This design comes from an exercise in tuning for small area, a short achievable clock period and few clock cycles on the open sky130 flow, not from production work. Where RTL was checked, it was by simulation tests only, not by an equivalence proof against the original. No functional check of the RTL was part of run 4. Power figures rest on the tool's default switching activity, not on a simulated workload.

==> flow/design.v <==
package rpvd_pkg;
    localparam int COLUMN_BITS    = 12;
    localparam int ROW_BITS       = 12;
    localparam int VALUE_BITS     = 32;
    localparam int THRESHOLD_BITS = 31;
    localparam int BOUND_BITS     = 32;
    localparam int CFG_INDEX_BITS = 3;
    localparam int CFG_DATA_BITS  = 32;
    typedef enum logic [CFG_INDEX_BITS-1:0] {
        REG_THRESHOLD          = 3'd0,
        REG_PEAK_GATE_ENABLE   = 3'd1,
        REG_PEAK_FLOOR         = 3'd2,
        REG_VALLEY_GATE_ENABLE = 3'd3,
        REG_VALLEY_CEILING     = 3'd4
    } cfg_reg_t;
    typedef struct packed {
        logic [THRESHOLD_BITS-1:0] threshold;
        logic                      peak_gate_enable;
        logic [BOUND_BITS-1:0]     peak_floor;
        logic                      valley_gate_enable;
        logic [BOUND_BITS-1:0]     valley_ceiling;
    } cfg_t;
    typedef struct packed {
        logic                   is_valley;
        logic [COLUMN_BITS-1:0] column;
        logic [ROW_BITS-1:0]    row;
        logic [VALUE_BITS-1:0]  value;
    } result_t;
endpackage
module rpvd_cfg (
    input  logic                                clk,
    input  logic                                rst_n,
    input  logic                                cfg_valid,
    output logic                                cfg_ready,
    input  logic [rpvd_pkg::CFG_INDEX_BITS-1:0] cfg_index,
    input  logic [rpvd_pkg::CFG_DATA_BITS-1:0]  cfg_data,
    output rpvd_pkg::cfg_t                      cfg
);
    rpvd_pkg::cfg_t cfg_reg;
    logic [rpvd_pkg::CFG_DATA_BITS-1:0] data;
    logic           write;
    assign cfg_ready = 1'b1;
    assign cfg       = cfg_reg;
    assign data      = rst_n ? cfg_data : '0;
    assign write     = !rst_n || cfg_valid;
    always_ff @(posedge clk)
    begin
        if (write && (!rst_n || cfg_index == rpvd_pkg::REG_THRESHOLD))
            cfg_reg.threshold <= data[rpvd_pkg::THRESHOLD_BITS-1:0];
        if (write && (!rst_n || cfg_index == rpvd_pkg::REG_PEAK_GATE_ENABLE))
            cfg_reg.peak_gate_enable <= data[0];
        if (write && (!rst_n || cfg_index == rpvd_pkg::REG_PEAK_FLOOR))
            cfg_reg.peak_floor <= data[rpvd_pkg::BOUND_BITS-1:0];
        if (write && (!rst_n || cfg_index == rpvd_pkg::REG_VALLEY_GATE_ENABLE))
            cfg_reg.valley_gate_enable <= data[0];
        if (write && (!rst_n || cfg_index == rpvd_pkg::REG_VALLEY_CEILING))
            cfg_reg.valley_ceiling <= data[rpvd_pkg::BOUND_BITS-1:0];
    end
endmodule
module rpvd_core (
    input  logic                             clk,
    input  logic                             rst_n,
    input  logic                             sample_valid,
    output logic                             sample_ready,
    input  logic [31:0]                      sample,
    input  logic                             row_start,
    input  logic                             frame_start,
    input  rpvd_pkg::cfg_t                   cfg,
    output logic                             result_valid,
    input  logic                             result_ready,
    output logic                             is_valley,
    output logic [rpvd_pkg::COLUMN_BITS-1:0] column,
    output logic [rpvd_pkg::ROW_BITS-1:0]    row,
    output logic [rpvd_pkg::VALUE_BITS-1:0]  value
);
    logic               in_valid_reg, skid_valid_reg, ready_reg;
    logic signed [31:0] in_s, skid_s;
    logic               in_rs, in_fs, skid_rs, skid_fs;
    logic signed [31:0] a_value_reg, b_value_reg;
    logic [11:0]        a_column_reg, b_column_reg;
    logic [11:0]        column_reg, row_reg;
    logic               seek_reg;
    logic               result_valid_reg;
    logic               is_valley_reg;
    logic               stall, consume, in_load, accept;
    logic               line_start;
    logic [11:0]        column_next, row_next;
    logic               beyond_a;
    logic               hit, gate_ok, event_valid;
    assign stall        = result_valid_reg && !result_ready;
    assign consume      = in_valid_reg && !stall;
    assign in_load      = !in_valid_reg || !stall;
    assign sample_ready = ready_reg;
    assign accept       = sample_valid && !skid_valid_reg;
    always_ff @(posedge clk or negedge rst_n)
    begin
        if (!rst_n)
        begin
            in_valid_reg   <= 1'b0;
            skid_valid_reg <= 1'b0;
            ready_reg      <= 1'b1;
        end
        else if (in_load)
        begin
            in_valid_reg   <= skid_valid_reg || accept;
            skid_valid_reg <= 1'b0;
            ready_reg      <= 1'b1;
        end
        else if (accept)
        begin
            skid_valid_reg <= 1'b1;
            ready_reg      <= 1'b0;
        end
    end
    always_ff @(posedge clk)
    begin
        if (in_load)
        begin
            if (skid_valid_reg)
            begin
                in_s  <= skid_s;
                in_rs <= skid_rs;
                in_fs <= skid_fs;
            end
            else
            begin
                in_s  <= sample;
                in_rs <= row_start;
                in_fs <= frame_start;
            end
        end
        if (!skid_valid_reg)
        begin
            skid_s  <= sample;
            skid_rs <= row_start;
            skid_fs <= frame_start;
        end
    end
    assign line_start = in_rs || in_fs;
    always_comb
    begin
        if (line_start)
            column_next = '0;
        else if (column_reg != 12'hFFF)
            column_next = column_reg + 1'b1;
        else
            column_next = column_reg;
        if (in_fs)
            row_next = '0;
        else if (in_rs && row_reg != 12'hFFF)
            row_next = row_reg + 1'b1;
        else
            row_next = row_reg;
    end
    function automatic logic carry_out(input logic [63:0] g_in, input logic [63:0] p_in);
        logic [63:0] g, p;
        g = g_in;
        p = p_in;
        for (int w = 1; w < 64; w = w * 2)
        begin
            for (int i = 0; i + w < 64; i = i + 2 * w)
            begin
                g[i] = g[i + w] | (p[i + w] & g[i]);
                p[i] = p[i + w] & p[i];
            end
        end
        carry_out = g[0];
    endfunction
    function automatic logic [1:0] order(input logic [31:0] x, input logic [31:0] y);
        logic [31:0] lt, gt;
        lt = ~x & y;
        gt = x & ~y;
        lt[31] = x[31] & ~y[31];
        gt[31] = ~x[31] & y[31];
        for (int w = 1; w < 32; w = w * 2)
        begin
            for (int i = 0; i + w < 32; i = i + 2 * w)
            begin
                lt[i] = lt[i + w] | (~gt[i + w] & lt[i]);
                gt[i] = gt[i + w] | (~lt[i + w] & gt[i]);
            end
        end
        order = {lt[0], gt[0]};
    endfunction
    function automatic logic less(input logic [31:0] x, input logic [31:0] y);
        logic [31:0] xu, yu;
        logic [63:0] g, p;
        xu = x ^ 32'h8000_0000;
        yu = y ^ 32'h8000_0000;
        g  = {32'h0000_0000, ~xu & yu};
        p  = {32'hFFFF_FFFF, ~xu | yu};
        less = carry_out(g, p);
    endfunction
    function automatic logic [1:0] hysteresis(input logic [31:0] x, input logic [30:0] t,
                                              input logic [31:0] y);
        logic [33:0] xe, te, ye, sum, cx, cy;
        logic [63:0] g, p, h, q;
        xe  = {{2{x[31]}}, x};
        te  = {3'b000, t};
        ye  = {{2{y[31]}}, y};
        sum = xe ^ te ^ ~ye;
        cx  = {(xe[32:0] & te[32:0]) | (xe[32:0] & ~ye[32:0]) | (te[32:0] & ~ye[32:0]), 1'b1};
        cy  = {(ye[32:0] & te[32:0]) | (ye[32:0] & ~xe[32:0]) | (te[32:0] & ~xe[32:0]), 1'b1};
        g   = {31'h0, sum[32:0] & cx[32:0]};
        p   = {31'h7FFF_FFFF, sum[32:0] | cx[32:0]};
        h   = {31'h0, sum[32:0] & cy[32:0]};
        q   = {31'h7FFF_FFFF, sum[32:0] | cy[32:0]};
        hysteresis = {sum[33] ^ cx[33] ^ carry_out(g, p), sum[33] ^ cy[33] ^ carry_out(h, q)};
    endfunction
    logic [1:0]  order_a;
    logic        peak_cond, valley_cond;
    logic [31:0] k_lo, k_hi;
    assign order_a     = order(in_s, a_value_reg);
    assign beyond_a    = seek_reg ? order_a[0] : order_a[1];
    assign {peak_cond, valley_cond} = hysteresis(in_s, cfg.threshold, a_value_reg);
    assign hit         = !line_start && (seek_reg ? peak_cond : valley_cond);
    assign k_lo = seek_reg ? cfg.peak_floor : a_value_reg;
    assign k_hi = seek_reg ? a_value_reg : cfg.valley_ceiling;
    assign gate_ok  = (a_column_reg != '0)
                      && ((seek_reg ? !cfg.peak_gate_enable : !cfg.valley_gate_enable)
                          || less(k_lo, k_hi));
    assign event_valid = consume && hit && gate_ok;
    always_ff @(posedge clk or negedge rst_n)
    begin
        if (!rst_n)
        begin
            a_value_reg  <= '0;
            a_column_reg <= '0;
            column_reg   <= '0;
            row_reg      <= '0;
            seek_reg     <= 1'b1;
        end
        else if (consume)
        begin
            column_reg <= column_next;
            row_reg    <= row_next;
            if (in_fs)
                seek_reg <= 1'b1;
            else if (hit)
                seek_reg <= !seek_reg;
            if (line_start || beyond_a || hit)
            begin
                a_value_reg  <= in_s;
                a_column_reg <= column_next;
            end
        end
    end
    always_ff @(posedge clk)
    begin
        if (consume && hit)
        begin
            b_value_reg  <= a_value_reg;
            b_column_reg <= a_column_reg;
        end
    end
    always_ff @(posedge clk or negedge rst_n)
    begin
        if (!rst_n)
        begin
            result_valid_reg <= 1'b0;
            is_valley_reg    <= 1'b0;
        end
        else if (!stall)
        begin
            result_valid_reg <= event_valid;
            if (event_valid)
                is_valley_reg <= !seek_reg;
        end
    end
    assign result_valid = result_valid_reg;
    assign is_valley    = is_valley_reg;
    assign column       = b_column_reg;
    assign row          = row_reg;
    assign value        = b_value_reg;
endmodule
module row_peak_valley_detector #(
    parameter int MAX_COLUMNS = 4096,
    parameter int MAX_ROWS    = 4096,
    parameter int SAMPLE_BITS = 32
) (
    input  logic                                clk,
    input  logic                                rst_n,
    input  logic                                cfg_valid,
    output logic                                cfg_ready,
    input  logic [rpvd_pkg::CFG_INDEX_BITS-1:0] cfg_index,
    input  logic [rpvd_pkg::CFG_DATA_BITS-1:0]  cfg_data,
    input  logic                                sample_valid,
    output logic                                sample_ready,
    input  logic [SAMPLE_BITS-1:0]              sample,
    input  logic                                row_start,
    input  logic                                frame_start,
    output logic                                result_valid,
    input  logic                                result_ready,
    output logic                                is_valley,
    output logic [rpvd_pkg::COLUMN_BITS-1:0]    column,
    output logic [rpvd_pkg::ROW_BITS-1:0]       row,
    output logic [rpvd_pkg::VALUE_BITS-1:0]     value
);
    rpvd_pkg::cfg_t cfg;
    rpvd_cfg u_cfg (
        .clk       (clk),
        .rst_n     (rst_n),
        .cfg_valid (cfg_valid),
        .cfg_ready (cfg_ready),
        .cfg_index (cfg_index),
        .cfg_data  (cfg_data),
        .cfg       (cfg)
    );
    rpvd_core u_core (
        .clk          (clk),
        .rst_n        (rst_n),
        .sample_valid (sample_valid),
        .sample_ready (sample_ready),
        .sample       (sample),
        .row_start    (row_start),
        .frame_start  (frame_start),
        .cfg          (cfg),
        .result_valid (result_valid),
        .result_ready (result_ready),
        .is_valley    (is_valley),
        .column       (column),
        .row          (row),
        .value        (value)
    );
endmodule
==> flow/flow/run.sh <==
#!/bin/bash
# The standard layout (standard.sh), with these changes:
# - timing repair aims for a setup slack of 6.8 ns (a 10 ns clock, so about 3.2 ns);
# - the port buffers are plain sky130_fd_sc_hd__buf_1 cells;
# - the clock tree clusters up to 24 flip-flops per leaf buffer;
# - synthesis and repair also leave out slow complex cells (4-input and/or gates,
#   majority, and-or-invert cells with many inputs), which ORFS cannot restructure;
# - also: GPL_ROUTABILITY_DRIVEN=0;
# The full output of the ORFS make run goes to flow.log.
bash standard.sh SETUP_SLACK_MARGIN=6.8 "BUFFER_PORTS_ARGS=-buffer_cell sky130_fd_sc_hd__buf_1" CTS_CLUSTER_SIZE=24 CTS_CLUSTER_DIAMETER=80 "DONT_USE_CELLS=sky130_fd_sc_hd__lpflow_bleeder_1 sky130_fd_sc_hd__lpflow_clkbufkapwr_1 sky130_fd_sc_hd__lpflow_clkbufkapwr_16 sky130_fd_sc_hd__lpflow_clkbufkapwr_2 sky130_fd_sc_hd__lpflow_clkbufkapwr_4 sky130_fd_sc_hd__lpflow_clkbufkapwr_8 sky130_fd_sc_hd__lpflow_clkinvkapwr_1 sky130_fd_sc_hd__lpflow_clkinvkapwr_16 sky130_fd_sc_hd__lpflow_clkinvkapwr_2 sky130_fd_sc_hd__lpflow_clkinvkapwr_4 sky130_fd_sc_hd__lpflow_clkinvkapwr_8 sky130_fd_sc_hd__lpflow_decapkapwr_12 sky130_fd_sc_hd__lpflow_decapkapwr_3 sky130_fd_sc_hd__lpflow_decapkapwr_4 sky130_fd_sc_hd__lpflow_decapkapwr_6 sky130_fd_sc_hd__lpflow_decapkapwr_8 sky130_fd_sc_hd__lpflow_inputiso0n_1 sky130_fd_sc_hd__lpflow_inputiso0p_1 sky130_fd_sc_hd__lpflow_inputiso1n_1 sky130_fd_sc_hd__lpflow_inputiso1p_1 sky130_fd_sc_hd__lpflow_inputisolatch_1 sky130_fd_sc_hd__lpflow_isobufsrc_1 sky130_fd_sc_hd__lpflow_isobufsrc_16 sky130_fd_sc_hd__lpflow_isobufsrc_2 sky130_fd_sc_hd__lpflow_isobufsrc_4 sky130_fd_sc_hd__lpflow_isobufsrc_8 sky130_fd_sc_hd__lpflow_isobufsrckapwr_16 sky130_fd_sc_hd__lpflow_lsbuf_lh_hl_isowell_tap_1 sky130_fd_sc_hd__lpflow_lsbuf_lh_hl_isowell_tap_2 sky130_fd_sc_hd__lpflow_lsbuf_lh_hl_isowell_tap_4 sky130_fd_sc_hd__lpflow_lsbuf_lh_isowell_4 sky130_fd_sc_hd__lpflow_lsbuf_lh_isowell_tap_1 sky130_fd_sc_hd__lpflow_lsbuf_lh_isowell_tap_2 sky130_fd_sc_hd__lpflow_lsbuf_lh_isowell_tap_4 sky130_fd_sc_hd__probe_p_8 sky130_fd_sc_hd__probec_p_8 sky130_fd_sc_hd__or4_1 sky130_fd_sc_hd__or4_2 sky130_fd_sc_hd__or4_4 sky130_fd_sc_hd__or4b_1 sky130_fd_sc_hd__or4b_2 sky130_fd_sc_hd__or4b_4 sky130_fd_sc_hd__or4bb_1 sky130_fd_sc_hd__or4bb_2 sky130_fd_sc_hd__or4bb_4 sky130_fd_sc_hd__and4_1 sky130_fd_sc_hd__and4_2 sky130_fd_sc_hd__and4_4 sky130_fd_sc_hd__and4b_1 sky130_fd_sc_hd__and4b_2 sky130_fd_sc_hd__and4b_4 sky130_fd_sc_hd__and4bb_1 sky130_fd_sc_hd__and4bb_2 sky130_fd_sc_hd__and4bb_4 sky130_fd_sc_hd__nor4_1 sky130_fd_sc_hd__nor4_2 sky130_fd_sc_hd__nor4_4 sky130_fd_sc_hd__nor4b_1 sky130_fd_sc_hd__nor4b_2 sky130_fd_sc_hd__nor4b_4 sky130_fd_sc_hd__nor4bb_1 sky130_fd_sc_hd__nor4bb_2 sky130_fd_sc_hd__nor4bb_4 sky130_fd_sc_hd__a2111o_1 sky130_fd_sc_hd__a2111o_2 sky130_fd_sc_hd__a2111o_4 sky130_fd_sc_hd__a2111oi_0 sky130_fd_sc_hd__a2111oi_1 sky130_fd_sc_hd__a2111oi_2 sky130_fd_sc_hd__a2111oi_4 sky130_fd_sc_hd__o2111a_1 sky130_fd_sc_hd__o2111a_2 sky130_fd_sc_hd__o2111a_4 sky130_fd_sc_hd__o2111ai_1 sky130_fd_sc_hd__o2111ai_2 sky130_fd_sc_hd__o2111ai_4 sky130_fd_sc_hd__a311o_1 sky130_fd_sc_hd__a311o_2 sky130_fd_sc_hd__a311o_4 sky130_fd_sc_hd__a311oi_1 sky130_fd_sc_hd__a311oi_2 sky130_fd_sc_hd__a311oi_4 sky130_fd_sc_hd__o311a_1 sky130_fd_sc_hd__o311a_2 sky130_fd_sc_hd__o311a_4 sky130_fd_sc_hd__o311ai_0 sky130_fd_sc_hd__o311ai_1 sky130_fd_sc_hd__o311ai_2 sky130_fd_sc_hd__o311ai_4 sky130_fd_sc_hd__a41o_1 sky130_fd_sc_hd__a41o_2 sky130_fd_sc_hd__a41o_4 sky130_fd_sc_hd__a41oi_1 sky130_fd_sc_hd__a41oi_2 sky130_fd_sc_hd__a41oi_4 sky130_fd_sc_hd__o41a_1 sky130_fd_sc_hd__o41a_2 sky130_fd_sc_hd__o41a_4 sky130_fd_sc_hd__o41ai_1 sky130_fd_sc_hd__o41ai_2 sky130_fd_sc_hd__o41ai_4 sky130_fd_sc_hd__maj3_1 sky130_fd_sc_hd__maj3_2 sky130_fd_sc_hd__maj3_4 sky130_fd_sc_hd__mux4_1 sky130_fd_sc_hd__mux4_2 sky130_fd_sc_hd__mux4_4 sky130_fd_sc_hd__xor3_1 sky130_fd_sc_hd__xor3_2 sky130_fd_sc_hd__xor3_4 sky130_fd_sc_hd__xnor3_1 sky130_fd_sc_hd__xnor3_2 sky130_fd_sc_hd__xnor3_4 sky130_fd_sc_hd__a2bb2o_1 sky130_fd_sc_hd__a2bb2o_2 sky130_fd_sc_hd__a2bb2o_4 sky130_fd_sc_hd__o2bb2a_1 sky130_fd_sc_hd__o2bb2a_2 sky130_fd_sc_hd__o2bb2a_4 sky130_fd_sc_hd__a32o_1 sky130_fd_sc_hd__a32o_2 sky130_fd_sc_hd__a32o_4 sky130_fd_sc_hd__a32oi_1 sky130_fd_sc_hd__a32oi_2 sky130_fd_sc_hd__a32oi_4 sky130_fd_sc_hd__o32a_1 sky130_fd_sc_hd__o32a_2 sky130_fd_sc_hd__o32a_4 sky130_fd_sc_hd__o32ai_1 sky130_fd_sc_hd__o32ai_2 sky130_fd_sc_hd__o32ai_4 sky130_fd_sc_hd__a222oi_1" GPL_ROUTABILITY_DRIVEN=0 finish > flow.log 2>&1
==> flow/standard.sh <==
#!/bin/bash
# synth_recipe.tcl (not shown) runs the flow's synth.tcl, then flattens the netlist and writes it again
# the make line also repeats each setting of config.mk as NAME=value (left out here)
make -C /OpenROAD-flow-scripts/flow DESIGN_CONFIG=/design/flow/config.mk WORK_HOME=/design/flow/orfs CLKGATE_MAP_FILE= SYNTH_SCRIPT=/design/flow/synth_recipe.tcl "${@:-finish}"
==> flow/config.mk <==
export PLATFORM = sky130hd
export DESIGN_NAME = row_peak_valley_detector
export DESIGN_NICKNAME = row_peak_valley_detector
export VERILOG_FILES = /design/flow/design.v
export SDC_FILE = /design/flow/constraint.sdc
export NUM_CORES = 4
export LEC_CHECK = 0
export CAP_MARGIN = 20
export CORE_MARGIN = 2
export CORE_UTILIZATION = 40
export PLACE_DENSITY = 0.6
export SETUP_SLACK_MARGIN = 0.5
export SLEW_MARGIN = 20
==> flow/constraint.sdc <==
create_clock -name core_clock -period 10.0 [get_ports {clk}]
set_input_delay 2.0000 -clock core_clock [delete_from_list [all_inputs] [get_ports {clk}]]
set_output_delay 2.0000 -clock core_clock [all_outputs]
set_load 0.01 [all_outputs]
==> impl_metrics.json, run 1 <==
{
  "slowest_stage": "fa_2",
  "power.density_nw_per_um2": 202,
  "max_slew_margin_pct": 36.4,
  "drc": 0,
  "drt_iter0_drc": 720,
  "cp-start-kind": "flop",
  "ys.flop_type": "edfxtp_1",
  "finalCriticalPeriod_ns": 3.36,
  "ys_async_sr_fraction_pct": 26.1,
  "via_count": 9928,
  "dp_hpwl_um": 24500,
  "worstPathCellList": "inv_4 > fa_2 > o22a_1 > nand4_1 > buf_4 > a221oi_2 > o211a_1 > o211ai_1 > nand4_1 > and3b_1 > o211a_1 > nor3_4 > buf_6 > clkbuf_16 > mux2_4",
  "ys_seq_area_share_pct": 55.5,
  "start_util_pct": 40.6,
  "yosysUniqueCellTypes": 63,
  "setup.worst_path.end_class": "flop",
  "clk_path_buf_depth": 3,
  "max-cap-violations": 0,
  "cp_num_buf_inv": 4,
  "grt_pass1_vias": 9578,
  "worst-path-max-fanout": 10,
  "cpPeakStageDelay_ns": 0.63,
  "placementRows": 68,
  "ir_drop_uv": 128,
  "syn-num-nets": 1291,
  "min_path_type": "reg -> reg",
  "leakagePower_nw": 6.39,
  "synth_edf_count": 175,
  "grt_max_degree": 46,
  "overflow": 0,
  "wl_met1_um": 16100,
  "root_buffer": "clkbuf_16",
  "worstMarginPinSlew_ns": 0.954,
  "synth_cells": 1151,
  "wl_met2_um": 16600,
  "crit_required_ns": 10.41,
  "clk_latency_ns": 0.54,
  "dieArea_um2": 36600,
  "htreeDepth": 1,
  "status": "complete, no violations",
  "grt.total_usage_pct": 19.1,
  "fmax_mhz": 298,
  "rsz0062_at_grt": "yes",
  "die_h_um": 191,
  "antenna_found_initial": 0,
  "syn_area_um2": 14000,
  "final_antenna_net_count": 0,
  "fillCellCount": 3190,
  "fp.dieW_um": 191,
  "cts_tree": "built",
  "post_drt_wl_per_cell_um": 19.4,
  "routed_via_density": 5.43,
  "fin_nets": 1500,
  "fin_tns_setup_ns": 0,
  "cts_sinks": 283,
  "fin_crit_sh_pct": 33.6,
  "ios": 134,
  "finalSetupViolations": 0,
  "finClkSkew_ns": 0.0339,
  "ys_ff_latch": 283,
  "final_max_slew_viol_count": 0,
  "ys_warn_count": 2,
  "areaGrowthSynthToFinish_pct": 19.1,
  "drive_gt1_share_pct": 19.5,
  "portBuffers": 132,
  "dr.pass1.iters": 6,
  "largest_reg_flops": 97,
  "highest_layer": "met4",
  "diodes": 0,
  "wirelength_um": 35500,
  "cts_buffers": 19,
  "final_util_pct": 48.3,
  "core_um2": 34500,
  "cpLargestDelayFamily": "compound AO/OA/AOI/OAI gates",
  "clk_pin_slew_ns": 0.10,
  "hold_viol": 0,
  "grt_pass1_wl_um": 53600,
  "hold_slack_ns": 0.462,
  "dr_wl_met3_um": 2100,
  "postSynthAreaPerCell_um2": 12.2,
  "path_class": "reg -> reg",
  "cp.arrival_ns": 3.76
}
-- routing by layer --
metal | GRT usage [%] | vias to the layer above
met4 | 4.50 | 0
met3 | 2.40 | 46
met2 | 31.2 | 289
met1 | 27.0 | 4940
met5 | 0 | -
li1 | - | 4653
-- cell families (layout without fill, tap and decap cells) --
kind of cell | count (synthesis) | in the layout | share of synthesized area (%)
buffers and inverters | 106 | 327 | 3.10
AND/OR/NAND/NOR | 314 | 314 | 10.9
XOR/XNOR | 19 | 19 | 1.19
adder cells (fa/ha/maj) | 66 | 66 | 9.21
flip-flops | 283 | 283 | 55.5
multiplexers | 79 | 79 | 6.18
other | 1 | 1 | 0.0267
AO/OA/AOI/OAI | 283 | 283 | 13.8
-- repair_timing --
action | in CTS | in global routing
setup buffers | 49 | 15
pin swaps | 9 | 27
endpoints found under the setup margin | 99 | 106
hold buffers | 0 | 0
gates resized for setup | 74 | 44
cloned | 2 | 2
-- cell type report --
class                   instances  area (µm²)  area share [%]
flip-flops and latches        283        7820            46.8
multi-input cells             762        6070            36.4
repair buffers                209        1260            7.52
well taps                     455         569            3.41
clock buffers                  23         512            3.06
inverters                      85         358            2.14
clock inverters                10         111           0.667
-- cells in the final DEF (no fill, tap or decap), drive strengths merged, types with 24 or more instances in the layout --
master / Yosys / routed
buf: 10 / 206
edfxtp: 175 / 175
nor2: 92 / 92
inv: 81 / 90
dfrtp: 72 / 72
nand2: 69 / 69
fa: 62 / 62
o21ai: 49 / 49
a21oi: 46 / 46
mux2: 46 / 46
and2: 35 / 35
dfxtp: 34 / 34
mux2i: 33 / 33
o22ai: 29 / 29
nand2b: 26 / 26
clkbuf: 11 / 26
nor3: 25 / 25
a31oi: 24 / 24
-- per-stage QoR --
step	total power, mW	area, µm²	cells	setup WS (ns)
finish	3.38	16700	1827	6.64
floorplan	2.12	14100	1151	5.97
CTS	3.33	16400	1810	6.63
global placement	2.37	15100	1726	5.51
detailed placement	2.38	15100	1726	5.46
global route	3.56	16700	1827	6.49
-- Yosys cell counts (all sizes together), types with 11 or more instances --
library cell,n,share of area [%]
nor3,25,1.0
xor2,12,0.75
a221oi,15,0.98
nand4,12,0.54
edfxtp,175,37
inv,81,2.2
nor2,92,2.5
nor2b,14,0.62
o211ai,11,0.59
o22ai,29,1.3
mux2,46,3.8
clkbuf,11,0.29
fa,62,8.8
dfrtp,72,13
dfxtp,34,4.9
o21ai,49,1.7
a21oi,46,1.6
and2,35,1.6
o221ai,14,0.87
o31ai,14,0.75
mux2i,33,2.4
nand2,69,1.8
nand2b,26,1.2
a31oi,24,1.1
nand3,20,0.71
a22oi,14,0.75
-- worst reg2reg max path, delay by kind of cell (launching register included) --
kind            cells  cell delay, ns
compound gates      5            0.84
fa+ha+maj           1            0.63
buf+inv             4            0.56
simple gates        4            0.51
flops               1            0.41
mux                 1            0.29
-- report_power, final --
| group | total (mW) | leakage [nW] | internal (mW) | switching (mW) |
|---|---|---|---|---|
| Clock | 0.821 | 0.305 | 0.389 | 0.433 |
| Combinational | 1.08 | 3.17 | 0.463 | 0.616 |
| Sequential | 1.47 | 2.92 | 1.37 | 0.103 |
-- path summary, 6_finish.rpt --
kind / start / end / slack, ns / cells past startpoint
max reg2reg: u_core.a_value_reg[13] / u_core.a_column_reg[5] / 6.64 / 15
min reg2reg: u_core.a_column_reg[8] / u_core.b_column_reg[8] / 0.46 / 0
min: u_core.a_column_reg[8] / u_core.b_column_reg[8] / 0.46 / 0
max: u_core.a_value_reg[13] / u_core.a_column_reg[5] / 6.64 / 15
min in group asynchronous: rst_n / u_core.a_value_reg[17] / 1.42 / 1
max in group asynchronous: rst_n / u_core.a_value_reg[4] / 7.23 / 3
Testbench counts, summed over its fixed seeds: cycles 64,112.
==> inputs of run 2 (changes only) <==
==> flow/flow/run.sh (replaced) <==
#!/bin/bash
# The standard layout (standard.sh), with these changes:
# - timing repair aims for a setup slack of 6.7 ns (a 10 ns clock, so about 3.3 ns);
# - the port buffers are plain sky130_fd_sc_hd__buf_1 cells;
# - the clock tree clusters up to 24 flip-flops per leaf buffer.
# Synthesis and repair also leave out slow complex cells (4-input and/or gates,
# majority, and-or-invert cells with many inputs), which ORFS cannot restructure.
# The full output of the ORFS make run goes to flow.log.
bash standard.sh SETUP_SLACK_MARGIN=6.7 "BUFFER_PORTS_ARGS=-buffer_cell sky130_fd_sc_hd__buf_1" CTS_CLUSTER_SIZE=24 CTS_CLUSTER_DIAMETER=80 "DONT_USE_CELLS=sky130_fd_sc_hd__lpflow_bleeder_1 sky130_fd_sc_hd__lpflow_clkbufkapwr_1 sky130_fd_sc_hd__lpflow_clkbufkapwr_16 sky130_fd_sc_hd__lpflow_clkbufkapwr_2 sky130_fd_sc_hd__lpflow_clkbufkapwr_4 sky130_fd_sc_hd__lpflow_clkbufkapwr_8 sky130_fd_sc_hd__lpflow_clkinvkapwr_1 sky130_fd_sc_hd__lpflow_clkinvkapwr_16 sky130_fd_sc_hd__lpflow_clkinvkapwr_2 sky130_fd_sc_hd__lpflow_clkinvkapwr_4 sky130_fd_sc_hd__lpflow_clkinvkapwr_8 sky130_fd_sc_hd__lpflow_decapkapwr_12 sky130_fd_sc_hd__lpflow_decapkapwr_3 sky130_fd_sc_hd__lpflow_decapkapwr_4 sky130_fd_sc_hd__lpflow_decapkapwr_6 sky130_fd_sc_hd__lpflow_decapkapwr_8 sky130_fd_sc_hd__lpflow_inputiso0n_1 sky130_fd_sc_hd__lpflow_inputiso0p_1 sky130_fd_sc_hd__lpflow_inputiso1n_1 sky130_fd_sc_hd__lpflow_inputiso1p_1 sky130_fd_sc_hd__lpflow_inputisolatch_1 sky130_fd_sc_hd__lpflow_isobufsrc_1 sky130_fd_sc_hd__lpflow_isobufsrc_16 sky130_fd_sc_hd__lpflow_isobufsrc_2 sky130_fd_sc_hd__lpflow_isobufsrc_4 sky130_fd_sc_hd__lpflow_isobufsrc_8 sky130_fd_sc_hd__lpflow_isobufsrckapwr_16 sky130_fd_sc_hd__lpflow_lsbuf_lh_hl_isowell_tap_1 sky130_fd_sc_hd__lpflow_lsbuf_lh_hl_isowell_tap_2 sky130_fd_sc_hd__lpflow_lsbuf_lh_hl_isowell_tap_4 sky130_fd_sc_hd__lpflow_lsbuf_lh_isowell_4 sky130_fd_sc_hd__lpflow_lsbuf_lh_isowell_tap_1 sky130_fd_sc_hd__lpflow_lsbuf_lh_isowell_tap_2 sky130_fd_sc_hd__lpflow_lsbuf_lh_isowell_tap_4 sky130_fd_sc_hd__probe_p_8 sky130_fd_sc_hd__probec_p_8 sky130_fd_sc_hd__or4_1 sky130_fd_sc_hd__or4_2 sky130_fd_sc_hd__or4_4 sky130_fd_sc_hd__or4b_1 sky130_fd_sc_hd__or4b_2 sky130_fd_sc_hd__or4b_4 sky130_fd_sc_hd__or4bb_1 sky130_fd_sc_hd__or4bb_2 sky130_fd_sc_hd__or4bb_4 sky130_fd_sc_hd__and4_1 sky130_fd_sc_hd__and4_2 sky130_fd_sc_hd__and4_4 sky130_fd_sc_hd__and4b_1 sky130_fd_sc_hd__and4b_2 sky130_fd_sc_hd__and4b_4 sky130_fd_sc_hd__and4bb_1 sky130_fd_sc_hd__and4bb_2 sky130_fd_sc_hd__and4bb_4 sky130_fd_sc_hd__nor4_1 sky130_fd_sc_hd__nor4_2 sky130_fd_sc_hd__nor4_4 sky130_fd_sc_hd__nor4b_1 sky130_fd_sc_hd__nor4b_2 sky130_fd_sc_hd__nor4b_4 sky130_fd_sc_hd__nor4bb_1 sky130_fd_sc_hd__nor4bb_2 sky130_fd_sc_hd__nor4bb_4 sky130_fd_sc_hd__a2111o_1 sky130_fd_sc_hd__a2111o_2 sky130_fd_sc_hd__a2111o_4 sky130_fd_sc_hd__a2111oi_0 sky130_fd_sc_hd__a2111oi_1 sky130_fd_sc_hd__a2111oi_2 sky130_fd_sc_hd__a2111oi_4 sky130_fd_sc_hd__o2111a_1 sky130_fd_sc_hd__o2111a_2 sky130_fd_sc_hd__o2111a_4 sky130_fd_sc_hd__o2111ai_1 sky130_fd_sc_hd__o2111ai_2 sky130_fd_sc_hd__o2111ai_4 sky130_fd_sc_hd__a311o_1 sky130_fd_sc_hd__a311o_2 sky130_fd_sc_hd__a311o_4 sky130_fd_sc_hd__a311oi_1 sky130_fd_sc_hd__a311oi_2 sky130_fd_sc_hd__a311oi_4 sky130_fd_sc_hd__o311a_1 sky130_fd_sc_hd__o311a_2 sky130_fd_sc_hd__o311a_4 sky130_fd_sc_hd__o311ai_0 sky130_fd_sc_hd__o311ai_1 sky130_fd_sc_hd__o311ai_2 sky130_fd_sc_hd__o311ai_4 sky130_fd_sc_hd__a41o_1 sky130_fd_sc_hd__a41o_2 sky130_fd_sc_hd__a41o_4 sky130_fd_sc_hd__a41oi_1 sky130_fd_sc_hd__a41oi_2 sky130_fd_sc_hd__a41oi_4 sky130_fd_sc_hd__o41a_1 sky130_fd_sc_hd__o41a_2 sky130_fd_sc_hd__o41a_4 sky130_fd_sc_hd__o41ai_1 sky130_fd_sc_hd__o41ai_2 sky130_fd_sc_hd__o41ai_4 sky130_fd_sc_hd__maj3_1 sky130_fd_sc_hd__maj3_2 sky130_fd_sc_hd__maj3_4 sky130_fd_sc_hd__mux4_1 sky130_fd_sc_hd__mux4_2 sky130_fd_sc_hd__mux4_4 sky130_fd_sc_hd__xor3_1 sky130_fd_sc_hd__xor3_2 sky130_fd_sc_hd__xor3_4 sky130_fd_sc_hd__xnor3_1 sky130_fd_sc_hd__xnor3_2 sky130_fd_sc_hd__xnor3_4 sky130_fd_sc_hd__a2bb2o_1 sky130_fd_sc_hd__a2bb2o_2 sky130_fd_sc_hd__a2bb2o_4 sky130_fd_sc_hd__o2bb2a_1 sky130_fd_sc_hd__o2bb2a_2 sky130_fd_sc_hd__o2bb2a_4 sky130_fd_sc_hd__a32o_1 sky130_fd_sc_hd__a32o_2 sky130_fd_sc_hd__a32o_4 sky130_fd_sc_hd__a32oi_1 sky130_fd_sc_hd__a32oi_2 sky130_fd_sc_hd__a32oi_4 sky130_fd_sc_hd__o32a_1 sky130_fd_sc_hd__o32a_2 sky130_fd_sc_hd__o32a_4 sky130_fd_sc_hd__o32ai_1 sky130_fd_sc_hd__o32ai_2 sky130_fd_sc_hd__o32ai_4 sky130_fd_sc_hd__a222oi_1 sky130_fd_sc_hd__a2111oi_0 sky130_fd_sc_hd__a21boi_0 sky130_fd_sc_hd__and2_0 sky130_fd_sc_hd__einvn_0 sky130_fd_sc_hd__o21ai_0 sky130_fd_sc_hd__o311ai_0 sky130_fd_sc_hd__or2_0 " finish > flow.log 2>&1
==> impl_metrics.json, run 2 <==
{
  "cts_sinks": 283,
  "path_class": "reg -> reg",
  "areaGrowthSynthToFinish_pct": 21.9,
  "grt_pass1_wl_um": 56600,
  "final_max_slew_viol_count": 0,
  "die_h_um": 191,
  "ir_drop_uv": 104,
  "synth_most_common_cell": "edfxtp_1",
  "wl_met1_um": 16100,
  "core_um2": 34500,
  "netlist.area_leader.share_pct": 37.6,
  "portBuffers": 132,
  "design_area_um2": 17000,
  "yosys-top-cells-count": "175 x edfxtp_1, 92 x nor2_1, 73 x inv_1",
  "placementRows": 68,
  "drive_gt1_share_pct": 22.0,
  "dieArea_um2": 36500,
  "final_antenna_net_count": 0,
  "syn_area_um2": 14000,
  "fin_cells": 1853,
  "finClkSkew_ns": 0.0155,
  "power.density_nw_per_um2": 203,
  "htreeDepth": 1,
  "fillCellCount": 3107,
  "dr_wl_met3_um": 1860,
  "cts_tree": "built",
  "grt_pass1_vias": 9993,
  "antenna_found_initial": 0,
  "crit_required_ns": 10.40,
  "fp.dieW_um": 191,
  "max-cap-violations": 0,
  "wirelength_um": 37100,
  "dr.pass1.iters": 7,
  "rsz0062_at_grt": "yes",
  "yosysUniqueCellTypes": 59,
  "routed_via_density": 5.42,
  "synthTopCellsByArea": "edfxtp_1 38%, dfrtp_1 13%, fa_1 8.9%, dfxtp_1 4.9%, mux2_2 3.3%",
  "ys_warn_count": 2,
  "root_buffer": "clkbuf_16",
  "multi_input_area_um2": 6180,
  "ys_ff_latch": 283,
  "grt_max_degree": 65,
  "post-synth-top-area-cell": "edfxtp_1",
  "fmax_mhz": 284,
  "start_util_pct": 40.6,
  "postSynthAreaPerCell_um2": 12.1,
  "worst-path-max-fanout": 5,
  "max_slew_margin_pct": 30.5,
  "hold_slack_ns": 0.478,
  "finalSetupViolations": 0,
  "cp-start-kind": "flop",
  "clk_path_buf_depth": 3,
  "ys_seq_area_share_pct": 55.7,
  "synth_edf_count": 175,
  "via_count": 10100,
  "cp.arrival_ns": 3.92,
  "overflow": 0,
  "syn-num-nets": 1292,
  "clk_pin_slew_ns": 0.09,
  "fin_nets": 1528,
  "dpl.cell_count": 1727,
  "cts_buffers": 17,
  "mostFrequentLayoutCells": "175 x edfxtp_1, 131 x buf_1, 90 x buf_4, 88 x nor2_1, 67 x nand2_1",
  "drc": 0,
  "hold_viol": 0,
  "diodes": 0,
  "status": "complete, no violations",
  "leakagePower_nw": 6.55,
  "register_area_um2": 7830,
  "synth_cells": 1152,
  "gp_congestion": 0.885,
  "dp_hpwl_um": 24700,
  "ys_async_sr_fraction_pct": 26.1,
  "pre_cts_ws_ns": 5.17,
  "drt_iter0_drc": 730,
  "postPlaceCellArea_um2": 15100,
  "worstMarginPinSlew_ns": 1.04,
  "ys.flop_type": "edfxtp_1",
  "ios": 134,
  "setup.worst_path.end_class": "flop",
  "clk_latency_ns": 0.51,
  "wl_met2_um": 18200,
  "min_path_type": "reg -> reg",
  "highest_layer": "met4",
  "largest_reg_flops": 97,
  "finalCriticalPeriod_ns": 3.52,
  "final_common_cell": "edfxtp_1",
  "setup_slack_ns": 6.48,
  "post_drt_wl_per_cell_um": 20.0,
  "grt.total_usage_pct": 20.2,
  "fin_crit_sh_pct": 35.2,
  "fin_tns_setup_ns": 0
}
-- run 2: layout make-up --
type | count | area share (%)
Inverter | 85 | 2.16
Timing Repair Buffer | 238 | 8.79
Clock inverter | 7 | 0.639
Multi-Input combinational cell | 763 | 36.3
Clock buffer | 22 | 2.86
Tap cell | 455 | 3.34
Sequential cell | 283 | 45.9
-- run 2: worst max-delay path: stages (launching register included) --
cell       delay [ns]
edfxtp_1         0.49
fa_2             0.66
o22ai_2          0.09
nor3_2           0.17
and2_4           0.18
o211ai_1         0.12
a211o_1          0.34
o21ai_4          0.19
and3b_1          0.23
o211a_1          0.22
nor3_4           0.06
clkbuf_16        0.18
clkbuf_16        0.16
mux2_1           0.30
-- run 2: where the power goes --
part	total, mW	switching [mW]	internal, mW
logic	1.16	0.650	0.511
clock network	0.814	0.406	0.407
registers	1.48	0.109	1.37
total	3.46	1.17	2.29
-- run 2: cells by family after synthesis --
family,share of synthesized area (%)
adder cells (fa/ha/maj),9.24
flip-flops,55.7
multiplexers,6.07
AND/OR/NAND/NOR,10.9
XOR/XNOR,1.19
other,0.0268
buffers and inverters,3.03
AO/OA/AOI/OAI,13.8
-- run 2: metrics by stage --
stage	total power, mW	util, %
floorplan	2.12	-
global placement	2.37	43.8
detailed placement	2.39	43.9
CTS	3.37	48.0
global route	3.64	49.4
finish	3.46	49.4
-- run 2: path summary, 6_finish.rpt --
path,from,to,slack [ns],cells after the start
max in group asynchronous,rst_n,u_core.a_value_reg[0],7.74,2
worst min-delay path,u_core.skid_s[5],u_core.skid_s[5],0.48,1
worst min register to register,u_core.skid_s[5],u_core.skid_s[5],0.48,1
worst max-delay path,u_cfg.cfg_reg[92],u_core.a_column_reg[5],6.48,13
min in group asynchronous,rst_n,u_core.a_value_reg[2],1.42,1
worst max register to register,u_cfg.cfg_reg[92],u_core.a_column_reg[5],6.48,13
-- run 2: layer usage --
layer / track usage, % / vias up
met4: 5.13 / 0
li1: - / 4692
met3: 2.63 / 59
met1: 27.2 / 5017
met2: 34.6 / 282
met5: 0 / -
-- run 2: repair_timing --
item,CTS,global route
cloned,3,2
pin swaps,30,33
setup buffers,60,32
hold buffers,0,0
endpoints found under the setup margin,211,63
gates resized for setup,102,52
==> inputs of run 3 (changes only) <==
==> flow/flow/run.sh (replaced) <==
#!/bin/bash
# The standard layout (standard.sh), with these changes:
# - timing repair aims for a setup slack of 6.8 ns (a 10 ns clock, so about 3.2 ns);
# - the port buffers are plain sky130_fd_sc_hd__buf_1 cells;
# - the clock tree clusters up to 24 flip-flops per leaf buffer.
# Synthesis and repair also leave out slow complex cells (4-input and/or gates,
# majority, and-or-invert cells with many inputs), which ORFS cannot restructure.
# The full output of the ORFS make run goes to flow.log.
bash standard.sh SETUP_SLACK_MARGIN=6.8 "BUFFER_PORTS_ARGS=-buffer_cell sky130_fd_sc_hd__buf_1" CTS_CLUSTER_SIZE=24 CTS_CLUSTER_DIAMETER=80 "DONT_USE_CELLS=sky130_fd_sc_hd__lpflow_bleeder_1 sky130_fd_sc_hd__lpflow_clkbufkapwr_1 sky130_fd_sc_hd__lpflow_clkbufkapwr_16 sky130_fd_sc_hd__lpflow_clkbufkapwr_2 sky130_fd_sc_hd__lpflow_clkbufkapwr_4 sky130_fd_sc_hd__lpflow_clkbufkapwr_8 sky130_fd_sc_hd__lpflow_clkinvkapwr_1 sky130_fd_sc_hd__lpflow_clkinvkapwr_16 sky130_fd_sc_hd__lpflow_clkinvkapwr_2 sky130_fd_sc_hd__lpflow_clkinvkapwr_4 sky130_fd_sc_hd__lpflow_clkinvkapwr_8 sky130_fd_sc_hd__lpflow_decapkapwr_12 sky130_fd_sc_hd__lpflow_decapkapwr_3 sky130_fd_sc_hd__lpflow_decapkapwr_4 sky130_fd_sc_hd__lpflow_decapkapwr_6 sky130_fd_sc_hd__lpflow_decapkapwr_8 sky130_fd_sc_hd__lpflow_inputiso0n_1 sky130_fd_sc_hd__lpflow_inputiso0p_1 sky130_fd_sc_hd__lpflow_inputiso1n_1 sky130_fd_sc_hd__lpflow_inputiso1p_1 sky130_fd_sc_hd__lpflow_inputisolatch_1 sky130_fd_sc_hd__lpflow_isobufsrc_1 sky130_fd_sc_hd__lpflow_isobufsrc_16 sky130_fd_sc_hd__lpflow_isobufsrc_2 sky130_fd_sc_hd__lpflow_isobufsrc_4 sky130_fd_sc_hd__lpflow_isobufsrc_8 sky130_fd_sc_hd__lpflow_isobufsrckapwr_16 sky130_fd_sc_hd__lpflow_lsbuf_lh_hl_isowell_tap_1 sky130_fd_sc_hd__lpflow_lsbuf_lh_hl_isowell_tap_2 sky130_fd_sc_hd__lpflow_lsbuf_lh_hl_isowell_tap_4 sky130_fd_sc_hd__lpflow_lsbuf_lh_isowell_4 sky130_fd_sc_hd__lpflow_lsbuf_lh_isowell_tap_1 sky130_fd_sc_hd__lpflow_lsbuf_lh_isowell_tap_2 sky130_fd_sc_hd__lpflow_lsbuf_lh_isowell_tap_4 sky130_fd_sc_hd__probe_p_8 sky130_fd_sc_hd__probec_p_8 sky130_fd_sc_hd__or4_1 sky130_fd_sc_hd__or4_2 sky130_fd_sc_hd__or4_4 sky130_fd_sc_hd__or4b_1 sky130_fd_sc_hd__or4b_2 sky130_fd_sc_hd__or4b_4 sky130_fd_sc_hd__or4bb_1 sky130_fd_sc_hd__or4bb_2 sky130_fd_sc_hd__or4bb_4 sky130_fd_sc_hd__and4_1 sky130_fd_sc_hd__and4_2 sky130_fd_sc_hd__and4_4 sky130_fd_sc_hd__and4b_1 sky130_fd_sc_hd__and4b_2 sky130_fd_sc_hd__and4b_4 sky130_fd_sc_hd__and4bb_1 sky130_fd_sc_hd__and4bb_2 sky130_fd_sc_hd__and4bb_4 sky130_fd_sc_hd__nor4_1 sky130_fd_sc_hd__nor4_2 sky130_fd_sc_hd__nor4_4 sky130_fd_sc_hd__nor4b_1 sky130_fd_sc_hd__nor4b_2 sky130_fd_sc_hd__nor4b_4 sky130_fd_sc_hd__nor4bb_1 sky130_fd_sc_hd__nor4bb_2 sky130_fd_sc_hd__nor4bb_4 sky130_fd_sc_hd__a2111o_1 sky130_fd_sc_hd__a2111o_2 sky130_fd_sc_hd__a2111o_4 sky130_fd_sc_hd__a2111oi_0 sky130_fd_sc_hd__a2111oi_1 sky130_fd_sc_hd__a2111oi_2 sky130_fd_sc_hd__a2111oi_4 sky130_fd_sc_hd__o2111a_1 sky130_fd_sc_hd__o2111a_2 sky130_fd_sc_hd__o2111a_4 sky130_fd_sc_hd__o2111ai_1 sky130_fd_sc_hd__o2111ai_2 sky130_fd_sc_hd__o2111ai_4 sky130_fd_sc_hd__a311o_1 sky130_fd_sc_hd__a311o_2 sky130_fd_sc_hd__a311o_4 sky130_fd_sc_hd__a311oi_1 sky130_fd_sc_hd__a311oi_2 sky130_fd_sc_hd__a311oi_4 sky130_fd_sc_hd__o311a_1 sky130_fd_sc_hd__o311a_2 sky130_fd_sc_hd__o311a_4 sky130_fd_sc_hd__o311ai_0 sky130_fd_sc_hd__o311ai_1 sky130_fd_sc_hd__o311ai_2 sky130_fd_sc_hd__o311ai_4 sky130_fd_sc_hd__a41o_1 sky130_fd_sc_hd__a41o_2 sky130_fd_sc_hd__a41o_4 sky130_fd_sc_hd__a41oi_1 sky130_fd_sc_hd__a41oi_2 sky130_fd_sc_hd__a41oi_4 sky130_fd_sc_hd__o41a_1 sky130_fd_sc_hd__o41a_2 sky130_fd_sc_hd__o41a_4 sky130_fd_sc_hd__o41ai_1 sky130_fd_sc_hd__o41ai_2 sky130_fd_sc_hd__o41ai_4 sky130_fd_sc_hd__maj3_1 sky130_fd_sc_hd__maj3_2 sky130_fd_sc_hd__maj3_4 sky130_fd_sc_hd__mux4_1 sky130_fd_sc_hd__mux4_2 sky130_fd_sc_hd__mux4_4 sky130_fd_sc_hd__xor3_1 sky130_fd_sc_hd__xor3_2 sky130_fd_sc_hd__xor3_4 sky130_fd_sc_hd__xnor3_1 sky130_fd_sc_hd__xnor3_2 sky130_fd_sc_hd__xnor3_4 sky130_fd_sc_hd__a2bb2o_1 sky130_fd_sc_hd__a2bb2o_2 sky130_fd_sc_hd__a2bb2o_4 sky130_fd_sc_hd__o2bb2a_1 sky130_fd_sc_hd__o2bb2a_2 sky130_fd_sc_hd__o2bb2a_4 sky130_fd_sc_hd__a32o_1 sky130_fd_sc_hd__a32o_2 sky130_fd_sc_hd__a32o_4 sky130_fd_sc_hd__a32oi_1 sky130_fd_sc_hd__a32oi_2 sky130_fd_sc_hd__a32oi_4 sky130_fd_sc_hd__o32a_1 sky130_fd_sc_hd__o32a_2 sky130_fd_sc_hd__o32a_4 sky130_fd_sc_hd__o32ai_1 sky130_fd_sc_hd__o32ai_2 sky130_fd_sc_hd__o32ai_4 sky130_fd_sc_hd__a222oi_1 sky130_fd_sc_hd__a2111oi_0 sky130_fd_sc_hd__a21boi_0 sky130_fd_sc_hd__and2_0 sky130_fd_sc_hd__einvn_0 sky130_fd_sc_hd__o21ai_0 sky130_fd_sc_hd__o311ai_0 sky130_fd_sc_hd__or2_0 " finish > flow.log 2>&1
==> impl_metrics.json, run 3 <==
{
  "finalSetupViolations": 0,
  "fin_crit_sh_pct": 36.0,
  "grt_max_degree": 55,
  "power.density_nw_per_um2": 198,
  "die_h_um": 191,
  "clk_pin_slew_ns": 0.09,
  "diodes": 0,
  "path_class": "reg -> reg",
  "cts_tree": "built",
  "dr_wl_met3_um": 2040,
  "yosys-top-cells-count": "175 x edfxtp_1, 92 x nor2_1, 73 x inv_1",
  "drt_iter0_drc": 750,
  "ys_async_sr_fraction_pct": 26.1,
  "ys_ff_latch": 283,
  "synth_compound_area_share_pct": 13.8,
  "grt_pass1_vias": 10000,
  "synth_top_family_by_area": "compound AO/OA/AOI/OAI gates",
  "worst-path-max-fanout": 2,
  "final_util_pct": 49.7,
  "max_slew_margin_pct": 36.6,
  "finClkSkew_ns": 0.0416,
  "max-cap-violations": 0,
  "wl_met2_um": 16800,
  "finalCriticalPeriod_ns": 3.60,
  "htreeDepth": 1,
  "wl_met1_um": 16200,
  "drive_gt1_share_pct": 20.8,
  "leakagePower_nw": 6.63,
  "fmax_mhz": 278,
  "cp-start-kind": "flop",
  "start_util_pct": 40.6,
  "cts_sinks": 283,
  "cts_buffers": 18,
  "yosysUniqueCellTypes": 59,
  "synthAdderAreaFrac_pct": 9.24,
  "muxShareOfSynthArea_pct": 6.07,
  "clk_latency_ns": 0.54,
  "final_max_slew_viol_count": 0,
  "synthTopCellsByArea": "edfxtp_1 38%, dfrtp_1 13%, fa_1 8.9%, dfxtp_1 4.9%, mux2_2 3.3%",
  "fin_nets": 1529,
  "synth-simple-area-share_pct": 10.9,
  "mostFrequentLayoutCells": "175 x edfxtp_1, 129 x buf_1, 89 x nor2_1, 75 x buf_4, 66 x nand2_1",
  "core_um2": 34500,
  "ys_seq_area_share_pct": 55.7,
  "hold_viol": 0,
  "syn_area_um2": 14000,
  "post-synth-top-area-cell": "edfxtp_1",
  "synth_cells": 1152,
  "via_count": 10100,
  "fp.dieW_um": 191,
  "antenna_found_initial": 1,
  "grt.total_usage_pct": 19.9,
  "gp_congestion": 0.878,
  "overflow": 0,
  "final_antenna_net_count": 0,
  "postSynthAreaPerCell_um2": 12.1,
  "highest_layer": "met4",
  "ios": 134,
  "dp_hpwl_um": 24500,
  "areaGrowthSynthToFinish_pct": 22.6,
  "synth_edf_count": 175,
  "fin_tns_setup_ns": 0,
  "dr.pass1.iters": 5,
  "status": "complete, no violations",
  "crit_required_ns": 10.45,
  "cp.arrival_ns": 4.05,
  "wirelength_um": 36400,
  "dieArea_um2": 36500,
  "root_buffer": "clkbuf_16",
  "rsz0062_at_grt": "yes",
  "largest_reg_flops": 97,
  "netlist.area_leader.share_pct": 37.6,
  "worstMarginPinSlew_ns": 0.951,
  "ys_warn_count": 2,
  "post_drt_wl_per_cell_um": 19.6,
  "setup.worst_path.end_class": "flop",
  "ys.flop_type": "edfxtp_1",
  "routed_via_density": 5.43,
  "placementRows": 68,
  "portBuffers": 132,
  "hold_slack_ns": 0.468,
  "synthXorXnorAreaFrac_pct": 1.19,
  "min_path_type": "reg -> reg",
  "syn-num-nets": 1292,
  "clk_path_buf_depth": 3,
  "ir_drop_uv": 122,
  "synth_most_common_cell": "edfxtp_1",
  "grt_pass1_wl_um": 55800,
  "final_common_cell": "edfxtp_1",
  "drc": 0
}
[run 3: area by class of cell]
class,instances,area [µm²]
clock buffer,21,462
clock inverter,11,140
fill,3081,17300
inverter,85,363
multi-input combinational,762,6090
sequential,283,7820
tap,455,569
timing repair buffer,239,1690
[run 3: critical path: stages, from the launching register on]
cell	delay (ns)
edfxtp_1	0.45
inv_2	0.09
buf_6	0.11
buf_4	0.12
buf_4	0.12
buf_4	0.13
buf_6	0.11
buf_6	0.10
buf_6	0.10
buf_4	0.12
buf_4	0.12
buf_4	0.12
buf_4	0.12
buf_4	0.12
buf_4	0.13
buf_4	0.12
buf_6	0.11
buf_6	0.11
buf_4	0.13
buf_4	0.12
buf_4	0.12
buf_4	0.12
buf_4	0.12
buf_4	0.12
buf_4	0.12
buf_4	0.12
mux2i_1	0.17
[run 3: stage by stage]
| step | worst slack, ns | power, mW | cells | area (µm²) |
|---|---|---|---|---|
| after global placement | 5.85 | 2.37 | 1725 | 15100 |
| after CTS | 6.50 | 3.34 | 1836 | 16800 |
| final | 6.40 | 3.39 | 1856 | 17100 |
| after global routing | 6.33 | 3.57 | 1856 | 17100 |
| after detailed placement | 5.86 | 2.39 | 1726 | 15200 |
| after floorplan | 5.97 | 2.12 | 1152 | 14100 |
[run 3: cell families after synthesis]
| family | after synthesis |
|---|---|
| xor gates and xnor gates | 19 |
| DFF | 283 |
| adders and majority gates | 66 |
| other | 1 |
| muxes | 79 |
| and+or+nand+nor | 314 |
| AOI/OAI and AO/OA | 283 |
| buffers and inverters | 107 |
[run 3: metal layers]
layer  up-vias  GRT usage, %
met5         -             0
met4         0          6.80
met3        64          2.52
met2       309          32.0
met1      5014          27.8
li1       4699             -
[run 3: report_power, final]
group | switching, mW | leakage [nW] | internal (mW)
Sequential | 0.132 | 2.92 | 1.37
Clock | 0.420 | 0.293 | 0.378
Combinational | 0.600 | 3.42 | 0.484
Total | 1.15 | 6.63 | 2.24
[run 3: path summary, 6_finish.rpt]
check	startpoint	to	slack, ns	depth (start not counted)
setup / recovery	u_core.in_s[0]	u_core.a_value_reg[0]	6.40	26
hold reg to reg	u_core.a_column_reg[11]	u_core.b_column_reg[11]	0.47	0
hold / removal	u_core.a_column_reg[11]	u_core.b_column_reg[11]	0.47	0
setup reg to reg	u_core.in_s[0]	u_core.a_value_reg[0]	6.40	26
max in group asynchronous	rst_n	u_core.a_value_reg[25]	7.70	2
min in group asynchronous	rst_n	u_core.a_value_reg[21]	1.34	1
[run 3: what timing repair did]
item                       4_1_cts  5_1_grt
hold buffers                     0        0
setup buffers                   70       19
hold endpoints to repair         0        0
cloned                           8        1
pin swaps                       22       19
setup endpoints to repair      120      103
resized for setup              101       32
==> inputs of run 4 (changes only) <==
--- a/flow/design.v
+++ b/flow/design.v
@@ -248,8 +248,9 @@
     always_ff @(posedge clk)
     begin
-        if (consume && hit)
+        if (consume)
         begin
-            b_value_reg  <= a_value_reg;
-            b_column_reg <= a_column_reg;
+            b_value_reg   <= a_value_reg;
+            b_column_reg  <= a_column_reg;
+            is_valley_reg <= !seek_reg;
         end
     end
@@ -257,14 +258,7 @@
     begin
         if (!rst_n)
-        begin
             result_valid_reg <= 1'b0;
-            is_valley_reg    <= 1'b0;
-        end
         else if (!stall)
-        begin
             result_valid_reg <= event_valid;
-            if (event_valid)
-                is_valley_reg <= !seek_reg;
-        end
     end
     assign result_valid = result_valid_reg;
==> flow/flow/run.sh (replaced) <==
#!/bin/bash
# The standard layout (standard.sh), with these changes:
# - timing repair aims for a setup slack of 6.8 ns (a 10 ns clock, so about 3.2 ns);
# - the port buffers are plain sky130_fd_sc_hd__buf_1 cells;
# - the clock tree clusters up to 24 flip-flops per leaf buffer.
# Synthesis and repair also leave out slow complex cells (4-input and/or gates,
# majority, and-or-invert cells with many inputs), which ORFS cannot restructure.
# The full output of the ORFS make run goes to flow.log.
bash standard.sh SETUP_SLACK_MARGIN=6.8 "BUFFER_PORTS_ARGS=-buffer_cell sky130_fd_sc_hd__buf_1" CTS_CLUSTER_SIZE=24 CTS_CLUSTER_DIAMETER=80 "DONT_USE_CELLS=sky130_fd_sc_hd__lpflow_bleeder_1 sky130_fd_sc_hd__lpflow_clkbufkapwr_1 sky130_fd_sc_hd__lpflow_clkbufkapwr_16 sky130_fd_sc_hd__lpflow_clkbufkapwr_2 sky130_fd_sc_hd__lpflow_clkbufkapwr_4 sky130_fd_sc_hd__lpflow_clkbufkapwr_8 sky130_fd_sc_hd__lpflow_clkinvkapwr_1 sky130_fd_sc_hd__lpflow_clkinvkapwr_16 sky130_fd_sc_hd__lpflow_clkinvkapwr_2 sky130_fd_sc_hd__lpflow_clkinvkapwr_4 sky130_fd_sc_hd__lpflow_clkinvkapwr_8 sky130_fd_sc_hd__lpflow_decapkapwr_12 sky130_fd_sc_hd__lpflow_decapkapwr_3 sky130_fd_sc_hd__lpflow_decapkapwr_4 sky130_fd_sc_hd__lpflow_decapkapwr_6 sky130_fd_sc_hd__lpflow_decapkapwr_8 sky130_fd_sc_hd__lpflow_inputiso0n_1 sky130_fd_sc_hd__lpflow_inputiso0p_1 sky130_fd_sc_hd__lpflow_inputiso1n_1 sky130_fd_sc_hd__lpflow_inputiso1p_1 sky130_fd_sc_hd__lpflow_inputisolatch_1 sky130_fd_sc_hd__lpflow_isobufsrc_1 sky130_fd_sc_hd__lpflow_isobufsrc_16 sky130_fd_sc_hd__lpflow_isobufsrc_2 sky130_fd_sc_hd__lpflow_isobufsrc_4 sky130_fd_sc_hd__lpflow_isobufsrc_8 sky130_fd_sc_hd__lpflow_isobufsrckapwr_16 sky130_fd_sc_hd__lpflow_lsbuf_lh_hl_isowell_tap_1 sky130_fd_sc_hd__lpflow_lsbuf_lh_hl_isowell_tap_2 sky130_fd_sc_hd__lpflow_lsbuf_lh_hl_isowell_tap_4 sky130_fd_sc_hd__lpflow_lsbuf_lh_isowell_4 sky130_fd_sc_hd__lpflow_lsbuf_lh_isowell_tap_1 sky130_fd_sc_hd__lpflow_lsbuf_lh_isowell_tap_2 sky130_fd_sc_hd__lpflow_lsbuf_lh_isowell_tap_4 sky130_fd_sc_hd__probe_p_8 sky130_fd_sc_hd__probec_p_8 sky130_fd_sc_hd__or4_1 sky130_fd_sc_hd__or4_2 sky130_fd_sc_hd__or4_4 sky130_fd_sc_hd__or4b_1 sky130_fd_sc_hd__or4b_2 sky130_fd_sc_hd__or4b_4 sky130_fd_sc_hd__or4bb_1 sky130_fd_sc_hd__or4bb_2 sky130_fd_sc_hd__or4bb_4 sky130_fd_sc_hd__and4_1 sky130_fd_sc_hd__and4_2 sky130_fd_sc_hd__and4_4 sky130_fd_sc_hd__and4b_1 sky130_fd_sc_hd__and4b_2 sky130_fd_sc_hd__and4b_4 sky130_fd_sc_hd__and4bb_1 sky130_fd_sc_hd__and4bb_2 sky130_fd_sc_hd__and4bb_4 sky130_fd_sc_hd__nor4_1 sky130_fd_sc_hd__nor4_2 sky130_fd_sc_hd__nor4_4 sky130_fd_sc_hd__nor4b_1 sky130_fd_sc_hd__nor4b_2 sky130_fd_sc_hd__nor4b_4 sky130_fd_sc_hd__nor4bb_1 sky130_fd_sc_hd__nor4bb_2 sky130_fd_sc_hd__nor4bb_4 sky130_fd_sc_hd__a2111o_1 sky130_fd_sc_hd__a2111o_2 sky130_fd_sc_hd__a2111o_4 sky130_fd_sc_hd__a2111oi_0 sky130_fd_sc_hd__a2111oi_1 sky130_fd_sc_hd__a2111oi_2 sky130_fd_sc_hd__a2111oi_4 sky130_fd_sc_hd__o2111a_1 sky130_fd_sc_hd__o2111a_2 sky130_fd_sc_hd__o2111a_4 sky130_fd_sc_hd__o2111ai_1 sky130_fd_sc_hd__o2111ai_2 sky130_fd_sc_hd__o2111ai_4 sky130_fd_sc_hd__a311o_1 sky130_fd_sc_hd__a311o_2 sky130_fd_sc_hd__a311o_4 sky130_fd_sc_hd__a311oi_1 sky130_fd_sc_hd__a311oi_2 sky130_fd_sc_hd__a311oi_4 sky130_fd_sc_hd__o311a_1 sky130_fd_sc_hd__o311a_2 sky130_fd_sc_hd__o311a_4 sky130_fd_sc_hd__o311ai_0 sky130_fd_sc_hd__o311ai_1 sky130_fd_sc_hd__o311ai_2 sky130_fd_sc_hd__o311ai_4 sky130_fd_sc_hd__a41o_1 sky130_fd_sc_hd__a41o_2 sky130_fd_sc_hd__a41o_4 sky130_fd_sc_hd__a41oi_1 sky130_fd_sc_hd__a41oi_2 sky130_fd_sc_hd__a41oi_4 sky130_fd_sc_hd__o41a_1 sky130_fd_sc_hd__o41a_2 sky130_fd_sc_hd__o41a_4 sky130_fd_sc_hd__o41ai_1 sky130_fd_sc_hd__o41ai_2 sky130_fd_sc_hd__o41ai_4 sky130_fd_sc_hd__maj3_1 sky130_fd_sc_hd__maj3_2 sky130_fd_sc_hd__maj3_4 sky130_fd_sc_hd__mux4_1 sky130_fd_sc_hd__mux4_2 sky130_fd_sc_hd__mux4_4 sky130_fd_sc_hd__xor3_1 sky130_fd_sc_hd__xor3_2 sky130_fd_sc_hd__xor3_4 sky130_fd_sc_hd__xnor3_1 sky130_fd_sc_hd__xnor3_2 sky130_fd_sc_hd__xnor3_4 sky130_fd_sc_hd__a2bb2o_1 sky130_fd_sc_hd__a2bb2o_2 sky130_fd_sc_hd__a2bb2o_4 sky130_fd_sc_hd__o2bb2a_1 sky130_fd_sc_hd__o2bb2a_2 sky130_fd_sc_hd__o2bb2a_4 sky130_fd_sc_hd__a32o_1 sky130_fd_sc_hd__a32o_2 sky130_fd_sc_hd__a32o_4 sky130_fd_sc_hd__a32oi_1 sky130_fd_sc_hd__a32oi_2 sky130_fd_sc_hd__a32oi_4 sky130_fd_sc_hd__o32a_1 sky130_fd_sc_hd__o32a_2 sky130_fd_sc_hd__o32a_4 sky130_fd_sc_hd__o32ai_1 sky130_fd_sc_hd__o32ai_2 sky130_fd_sc_hd__o32ai_4 sky130_fd_sc_hd__a222oi_1" finish > flow.log 2>&1
==> impl_metrics.json, run 4 <==
{
  "gp_congestion": 0.870,
  "clk_pin_slew_ns": 0.09,
  "antenna_found_initial": 0,
  "post_drt_wl_per_cell_um": 19.9,
  "slowest_stage": "a211o_1",
  "cp-start-kind": "input pin",
  "drc": 0,
  "ys.flop_type": "edfxtp_1",
  "fp.dieW_um": 201,
  "synthAdderAreaFrac_pct": 8.29,
  "dieArea_um2": 40500,
  "grt_max_degree": 81,
  "diodes": 0,
  "overflow": 0,
  "ys_seq_area_share_pct": 50.1,
  "clk_latency_ns": 0.53,
  "reg2reg_slack_ns": 6.58,
  "synth_cells": 1455,
  "grt_pass1_vias": 11800,
  "synth_most_common_cell": "edfxtp_1",
  "pre_cts_ws_ns": 4.79,
  "clk_path_buf_depth": 3,
  "max-cap-violations": 0,
  "netlist.area_leader.share_pct": 33.9,
  "dr.pass1.iters": 5,
  "worstMarginPinSlew_ns": 0.955,
  "crit_path_end": "u_core.a_column_reg[4]",
  "rr_worst_depth": 12,
  "min_path_type": "reg -> reg",
  "leakagePower_nw": 6.94,
  "finalCriticalPeriod_ns": 3.48,
  "areaGrowthSynthToFinish_pct": 20.0,
  "ys_async_sr_fraction_pct": 25.8,
  "placementRows": 72,
  "cpPeakStageDelay_ns": 0.30,
  "synth-simple-area-share_pct": 14.2,
  "yosys-top-cells-count": "176 x edfxtp_1, 167 x nand2_1, 87 x nor2_1",
  "crit_required_ns": 10.42,
  "cts_tree": "built",
  "ir_drop_uv": 161,
  "power.density_nw_per_um2": 259,
  "routed_via_density": 5.66,
  "drive_gt1_share_pct": 18.7,
  "syn_area_um2": 15600,
  "cp.arrival_ns": 3.90,
  "grt.total_usage_pct": 20.9,
  "drt_iter0_drc": 988,
  "yosysUniqueCellTypes": 63,
  "portBuffers": 132,
  "startpoint": "result_ready",
  "synth_compound_area_share_pct": 19.7,
  "muxShareOfSynthArea_pct": 2.72,
  "fin_nets": 1788,
  "worst-path-max-fanout": 10,
  "max_slew_margin_pct": 36.4,
  "status": "complete, no violations",
  "via_count": 12300,
  "finalSetupViolations": 0,
  "hold_viol": 0,
  "final_max_slew_viol_count": 0,
  "hold_slack_ns": 0.474,
  "ios": 134,
  "synthTopCellsByArea": "edfxtp_1 34%, dfrtp_1 11%, fa_1 8.0%, dfxtp_1 4.4%, nand2_1 4.0%",
  "setup.worst_path.end_class": "flop",
  "fin_tns_setup_ns": 0,
  "ys_ff_latch": 283,
  "ys_warn_count": 2,
  "fin_crit_sh_pct": 34.8,
  "path_class": "in -> reg",
  "worstPathCellList": "buf_6 > nand2b_4 > nand3_4 > nor3_2 > o221ai_1 > a21o_1 > o31ai_4 > or2_4 > buf_16 > a211oi_1 > a211o_1",
  "syn-num-nets": 1595
}
-- run 4: cell count changes in the layout (fill, tap and decap cells not counted), moves of 16 or more --
cell,delta
buf_4,+20
mux2i_1,-28
nor3_1,+22
o211ai_1,+36
inv_1,+16
a221oi_2,+21
o21ai_1,-42
nand2_1,+99
a211o_1,+43
o21ai_0,+58
-- run 4: metrics by stage --
step | std cells | util, % | area (µm²) | total power, mW
after floorplan | 1455 | - | 15700 | 3.02
after global placement | 2049 | 43.1 | 16600 | 3.56
after detailed placement | 2050 | 43.2 | 16600 | 3.59
after CTS | 2114 | 46.5 | 17900 | 4.63
after global routing | 2178 | 48.5 | 18700 | 5.15
final | 2178 | 48.5 | 18700 | 4.84
-- run 4: layout make-up --
cell class	count	area [µm²]
well taps	518	648
clock inverters	11	121
flip-flops and latches	283	7840
repair buffers	242	1590
fillers	3612	19900
multi-input cells	1013	7630
inverters	89	362
clock buffers	22	507
-- run 4: kinds of logic after synthesis --
kind of cell / count (synthesis)
AOI/OAI and AO/OA: 423
xor gates and xnor gates: 18
adders and majority gates: 66
buffers and inverters: 159
DFF: 283
muxes: 38
other: 1
and+or+nand+nor: 467
-- run 4: timing repair --
item / CTS / global route
gates cloned: 4 / 2
hold buffers: 0 / 0
resized for setup: 91 / 54
pin swaps: 5 / 13
setup buffers: 27 / 62
setup endpoints to repair: 114 / 61
-- run 4: worst min-delay path by stage --
| stage | from | to | slack [ns] | cells past startpoint |
|---|---|---|---|---|
| after floorplan | u_core.skid_s[0] | u_core.skid_s[0] | 0.45 | 1 |
| after global placement | u_core.skid_s[23] | u_core.skid_s[23] | 0.45 | 1 |
| after detailed placement | u_core.skid_s[0] | u_core.skid_s[0] | 0.46 | 1 |
| after CTS | u_core.skid_s[0] | u_core.skid_s[0] | 0.48 | 1 |
| after global routing | u_core.skid_s[10] | u_core.skid_s[10] | 0.50 | 1 |
| final | u_core.skid_s[20] | u_core.skid_s[20] | 0.47 | 1 |
-- run 4: routing by layer --
metal | wire [µm] | track usage [%] | up-vias | share of wire (%)
met3 | 2780 | 3.29 | 60 | 6.4
met5 | 0 | 0 | - | 0
met4 | 1060 | 5.99 | 0 | 2.4
met1 | 19600 | 30.0 | 6101 | 45
met2 | 19900 | 32.8 | 402 | 46
li1 | - | - | 5764 | -
-- run 4: power by group --
group	internal, mW	switching, mW
combinational	0.955	1.36
sequential	1.47	0.238
clock	0.385	0.436
total	2.81	2.03
-- run 4: critical path, delay by kind of cell --
kind            cells  cell delay, ns
compound gates      5            0.92
simple gates        4            0.73
buf+inv             2            0.24

-- re-timing with driven ports --
How much do the figures lean on ideal ports? The routed layouts below were timed once more, with nothing changed but the port constraints.
Step 1: set_driving_cell puts a clkbuf_16 on clk and a buf_2 on each other input, an assumption about the parent block.
Step 2 times the ports against the registers' clock, not the clock port: input delays grow and output delays shrink by t, the midpoint of the rising clock arrivals with the driver on.
Three values: ideal ports, drivers, drivers and shift; two values: the first two.
run | t, ns | setup slack, ns | worst slew at a driven data input, ns
run 1 | 0.575 | 6.644 / 6.644 / 6.407 | 0.06
run 2 | 0.558 | 6.475 / 6.475 / 6.226 | 0.07
run 3 | 0.575 | 6.397 / 6.397 / 6.334 | 0.06
run 4 | 0.575 | 6.522 / 6.525 / 5.950 | 0.05
After both steps setup and hold are still met in every run listed. For run 4, which loses most, drivers alone change the setup slack by +0.003 ns; drivers and shift together by -0.572 ns.
